What follows belongs to an exercise in optimizing a design on an open flow for small area and a short achievable clock period; a production flow would make more cautious choices.
Power figures rest on the tool's default switching activity, not on a simulated workload.

job 101:
==> flow/design.v <==
`timescale 1ns/100ps
module rob_top
(
   input  logic       clock,
   input  logic       reset,
   input  logic       dispatch_valid_a,
   input  logic       dispatch_valid_b,
   input  logic [4:0] opcode_a,
   input  logic [4:0] opcode_b,
   input  logic [5:0] told_a,
   input  logic [5:0] told_b,
   output logic       dispatch_ready,
   output logic [4:0] rob_idx_a,
   output logic [4:0] rob_idx_b,
   input  logic       cdb_valid_a,
   input  logic       cdb_valid_b,
   input  logic       cdb_valid_c,
   input  logic       cdb_valid_d,
   input  logic [4:0] cdb_idx_a,
   input  logic [4:0] cdb_idx_b,
   input  logic [4:0] cdb_idx_c,
   input  logic [4:0] cdb_idx_d,
   output logic       retire_en_a,
   output logic       retire_en_b,
   output logic [5:0] retire_told_a,
   output logic [5:0] retire_told_b,
   output logic [1:0] retire_count,
   output logic       rob_full,
   output logic       rob_almost_full,
   output logic       rob_empty,
   output logic [4:0] rob_head,
   output logic [4:0] rob_tail,
   output logic [5:0] rob_count
);
   logic [4:0] head;
   logic [4:0] nh;          
   logic [4:0] nh1;         
   logic [4:0] tail;
   logic [4:0] tail_p1;     
   logic [5:0] count;
   logic       ready;
   logic       full;
   logic       almost_full;
   logic       empty;
   logic [1:0] rc;
   logic       en_a, en_b;
   logic [5:0] rt_a, rt_b;
   logic [15:0] cpl_e, cpl_o;
   logic [15:0] st_e,  st_o;
   logic [5:0]  told_e [16];
   logic [5:0]  told_o [16];
   logic       alloc_a, alloc_b;
   logic [1:0] accept;
   assign alloc_a = dispatch_valid_a & ready;
   assign alloc_b = dispatch_valid_b & ready;
   assign accept  = {alloc_a & alloc_b, alloc_a ^ alloc_b};
   logic       wen_e, wen_o;
   logic       wst_e, wst_o;
   logic [5:0] wtold_e, wtold_o;
   assign wen_e   = tail[0] ? alloc_b : alloc_a;
   assign wen_o   = tail[0] ? alloc_a : alloc_b;
   assign wst_e   = tail[0] ? (opcode_b == 5'd0) : (opcode_a == 5'd0);
   assign wst_o   = tail[0] ? (opcode_a == 5'd0) : (opcode_b == 5'd0);
   assign wtold_e = tail[0] ? told_b : told_a;
   assign wtold_o = tail[0] ? told_a : told_b;
   logic [3:0] lo [4];
   logic [7:0] hi [4];
   logic [3:0] cv;
   logic [4:0] ci [4];
   logic [31:0] set;
   assign cv = {cdb_valid_d, cdb_valid_c, cdb_valid_b, cdb_valid_a};
   assign ci[0] = cdb_idx_a;
   assign ci[1] = cdb_idx_b;
   assign ci[2] = cdb_idx_c;
   assign ci[3] = cdb_idx_d;
   always_comb
   begin
      for (int p = 0; p < 4; p++)
      begin
         for (int k = 0; k < 4; k++)
            lo[p][k] = cv[p] & (ci[p][1:0] == 2'(k));
         for (int m = 0; m < 8; m++)
            hi[p][m] = (ci[p][4:2] == 3'(m));
      end
      for (int i = 0; i < 32; i++)
         set[i] = (lo[0][i%4] & hi[0][i/4]) | (lo[1][i%4] & hi[1][i/4]) |
                  (lo[2][i%4] & hi[2][i/4]) | (lo[3][i%4] & hi[3][i/4]);
   end
   always_ff @(posedge clock)
   begin
      for (int j = 0; j < 16; j++)
      begin
         if (wen_e && tail_p1[4:1] == 4'(j))
         begin
            cpl_e[j]  <= 1'b0;
            st_e[j]   <= wst_e;
            told_e[j] <= wtold_e;
         end
         else if (set[2*j])
            cpl_e[j]  <= 1'b1;
         if (wen_o && tail[4:1] == 4'(j))
         begin
            cpl_o[j]  <= 1'b0;
            st_o[j]   <= wst_o;
            told_o[j] <= wtold_o;
         end
         else if (set[2*j+1])
            cpl_o[j]  <= 1'b1;
      end
   end
   logic [3:0] ridx_e, ridx_o;
   logic       rc_e, rc_o, rs_e, rs_o;
   logic [5:0] rt_e, rt_o;
   logic       cpl_h, cpl_n, st_h, st_n;
   logic       hit_h, hit_n;
   logic [5:0] left;        
   logic       ret1, ret2;
   assign ridx_o = nh[4:1];
   assign ridx_e = nh1[4:1];
   logic [15:0] sel_e, sel_o;
   always_comb
   begin
      rc_e = 1'b0; rc_o = 1'b0; rs_e = 1'b0; rs_o = 1'b0; rt_e = '0; rt_o = '0;
      for (int j = 0; j < 16; j++)
      begin
         sel_e[j] = (ridx_e == 4'(j));
         sel_o[j] = (ridx_o == 4'(j));
         rc_e = rc_e | (sel_e[j] & cpl_e[j]);
         rc_o = rc_o | (sel_o[j] & cpl_o[j]);
         rs_e = rs_e | (sel_e[j] & st_e[j]);
         rs_o = rs_o | (sel_o[j] & st_o[j]);
         rt_e = rt_e | ({6{sel_e[j]}} & told_e[j]);
         rt_o = rt_o | ({6{sel_o[j]}} & told_o[j]);
      end
   end
   assign cpl_h = nh[0] ? rc_o : rc_e;
   assign cpl_n = nh[0] ? rc_e : rc_o;
   assign st_h  = nh[0] ? rs_o : rs_e;
   assign st_n  = nh[0] ? rs_e : rs_o;
   assign hit_h = (cdb_valid_a & (cdb_idx_a == nh)) | (cdb_valid_b & (cdb_idx_b == nh)) |
                  (cdb_valid_c & (cdb_idx_c == nh)) | (cdb_valid_d & (cdb_idx_d == nh));
   assign hit_n = (cdb_valid_a & (cdb_idx_a == nh1)) | (cdb_valid_b & (cdb_idx_b == nh1)) |
                  (cdb_valid_c & (cdb_idx_c == nh1)) | (cdb_valid_d & (cdb_idx_d == nh1));
   assign left = count - 6'(rc);
   assign ret1 = (left != 6'd0) & (cpl_h | hit_h);
   assign ret2 = ret1 & (left[5:1] != 5'd0) & (cpl_n | hit_n);
   logic [5:0] ncount;
   assign ncount = left + 6'(accept);
   always_ff @(posedge clock)
   begin
      if (reset)
      begin
         head        <= '0;
         nh          <= '0;
         nh1         <= 5'd1;
         tail        <= '0;
         tail_p1     <= 5'd1;
         count       <= '0;
         ready       <= 1'b1;
         full        <= 1'b0;
         almost_full <= 1'b0;
         empty       <= 1'b1;
         rc          <= '0;
         en_a        <= 1'b0;
         en_b        <= 1'b0;
      end
      else
      begin
         head        <= nh;
         nh          <= ret2 ? nh1 + 5'd1 : ret1 ? nh1 : nh;
         nh1         <= ret2 ? nh1 + 5'd2 : ret1 ? nh1 + 5'd1 : nh1;
         tail        <= tail + 5'(accept);
         tail_p1     <= tail_p1 + 5'(accept);
         count       <= ncount;
         ready       <= ~(ncount[5] | (&ncount[4:0]));
         full        <= ncount[5];
         almost_full <= ncount[5] | (&ncount[4:1]);
         empty       <= (ncount == 6'd0);
         rc          <= {ret2, ret1 & ~ret2};
         en_a        <= ret1 & ~st_h;
         en_b        <= ret2 & ~st_n;
      end
   end
   always_ff @(posedge clock)
   begin
      rt_a <= nh[0] ? rt_o : rt_e;
      rt_b <= nh[0] ? rt_e : rt_o;
   end
   assign dispatch_ready  = ready;
   assign rob_idx_a       = tail;
   assign rob_idx_b       = tail_p1;
   assign retire_count    = rc;
   assign retire_en_a     = en_a;
   assign retire_en_b     = en_b;
   assign retire_told_a   = rt_a;
   assign retire_told_b   = rt_b;
   assign rob_full        = full;
   assign rob_almost_full = almost_full;
   assign rob_empty       = empty;
   assign rob_head        = head;
   assign rob_tail        = tail;
   assign rob_count       = count;
endmodule
==> flow/config.mk <==
export PLATFORM = sky130hd
export DESIGN_NAME = rob_top
export DESIGN_NICKNAME = rob_top
export VERILOG_FILES = /design/flow/design.v
export SDC_FILE = /design/flow/constraint.sdc
export NUM_CORES = 4
export LEC_CHECK = 0
export CAP_MARGIN = 20
export CORE_MARGIN = 2
export CORE_UTILIZATION = 40
export SETUP_SLACK_MARGIN = 3.0
export SLEW_MARGIN = 20
==> flow/constraint.sdc <==
create_clock -name core_clock -period 5.5 [get_ports {clock}]
set_input_delay 1.1000 -clock core_clock [delete_from_list [all_inputs] [get_ports {clock}]]
set_output_delay 1.1000 -clock core_clock [all_outputs]
set_load 0.01 [all_outputs]
run.sh (not shown) runs the stock make flow with config.mk's settings and CLKGATE_MAP_FILE= SYNTH_SCRIPT=/design/flow/synth_recipe.tcl, a recipe that flattens the netlist after the stock synthesis.
Job 101 did not stop at any stage, and its layout met the timing, design-rule and antenna checks.
Relative to job 101, the following input files were edited for job 102:
--- a/flow/design.v
+++ b/flow/design.v
@@ -144,8 +144,50 @@
    assign left = count - 6'(rc);
    assign ret1 = (left != 6'd0) & (cpl_h | hit_h);
    assign ret2 = ret1 & (left[5:1] != 5'd0) & (cpl_n | hit_n);
+   logic [5:0] left_p1, left_p2;
+   logic [4:0] tail_p2, tail_p3;
    logic [5:0] ncount;
-   assign ncount = left + 6'(accept);
+   logic [4:0] ntail, ntail_p1;
+   logic       nready, nfull, nalmost, nempty;
+   assign left_p1 = left + 6'd1;
+   assign left_p2 = left + 6'd2;
+   assign tail_p2 = tail_p1 + 5'd1;
+   assign tail_p3 = tail_p1 + 5'd2;
+   always_comb
+   begin
+      case (accept)
+         2'd1:
+         begin
+            ncount   = left_p1;
+            ntail    = tail_p1;
+            ntail_p1 = tail_p2;
+            nready   = (left <= 6'd29);
+            nfull    = (left == 6'd31);
+            nalmost  = (left >= 6'd29);
+            nempty   = 1'b0;
+         end
+         2'd2:
+         begin
+            ncount   = left_p2;
+            ntail    = tail_p2;
+            ntail_p1 = tail_p3;
+            nready   = (left <= 6'd28);
+            nfull    = (left == 6'd30);
+            nalmost  = (left >= 6'd28);
+            nempty   = 1'b0;
+         end
+         default:
+         begin
+            ncount   = left;
+            ntail    = tail;
+            ntail_p1 = tail_p1;
+            nready   = (left <= 6'd30);
+            nfull    = (left == 6'd32);
+            nalmost  = (left >= 6'd30);
+            nempty   = (left == 6'd0);
+         end
+      endcase
+   end
    always_ff @(posedge clock)
    begin
       if (reset)
@@ -169,13 +211,13 @@
          head        <= nh;
          nh          <= ret2 ? nh1 + 5'd1 : ret1 ? nh1 : nh;
          nh1         <= ret2 ? nh1 + 5'd2 : ret1 ? nh1 + 5'd1 : nh1;
-         tail        <= tail + 5'(accept);
-         tail_p1     <= tail_p1 + 5'(accept);
+         tail        <= ntail;
+         tail_p1     <= ntail_p1;
          count       <= ncount;
-         ready       <= ~(ncount[5] | (&ncount[4:0]));
-         full        <= ncount[5];
-         almost_full <= ncount[5] | (&ncount[4:1]);
-         empty       <= (ncount == 6'd0);
+         ready       <= nready;
+         full        <= nfull;
+         almost_full <= nalmost;
+         empty       <= nempty;
          rc          <= {ret2, ret1 & ~ret2};
          en_a        <= ret1 & ~st_h;
          en_b        <= ret2 & ~st_n;
Notes after the runs:
Job 102 vs job 101, total length of routed wires went up by 9.7%. The run showing the greater sequential cell count is job 102. Between job 101 and job 102, the utilization after layout is higher for job 102. Between job 102 and job 101, it is job 102 whose power is higher, by 96 uW. Maximum clock rate ended up 1.7% higher on job 102 than on job 101. Across both runs, final clock period utilization by the worst path was lower for job 102 than for job 101.
Function was not checked in any run of this note: the RTL went through the layout flow alone.

what the ideal ports hide:
The results above use ideal ports. As a check the final layouts listed here were re-extracted and re-timed, cells and wires unchanged. Step 1 (the two cells are an assumption about what drives the block):
set clk [get_ports {clock}]
set_driving_cell -lib_cell sky130_fd_sc_hd__clkbuf_16 $clk
set_driving_cell -lib_cell sky130_fd_sc_hd__buf_2 [delete_from_list [all_inputs] $clk]
Step 2 times the ports against the registers' clock, not the clock port: input delays grow and output delays shrink by t, the midpoint of the rising clock arrivals with the driver on. Three values: ideal, step 1, step 2; two values: the first two.
| run | shift t [ns] | setup WS [ns] | slew at the worst register clock pin (ns) |
|---|---|---|---|
| job 101 | 0.599 | 2.789 / 2.807 / 2.212 | 0.06 / 0.06 |
| job 102 | 0.601 | 2.833 / 2.854 / 2.253 | 0.07 / 0.07 |
After both steps every run listed still meets setup and hold. For job 102, which loses most, drivers alone change the setup slack by +0.021 ns; drivers and shift together by -0.580 ns.
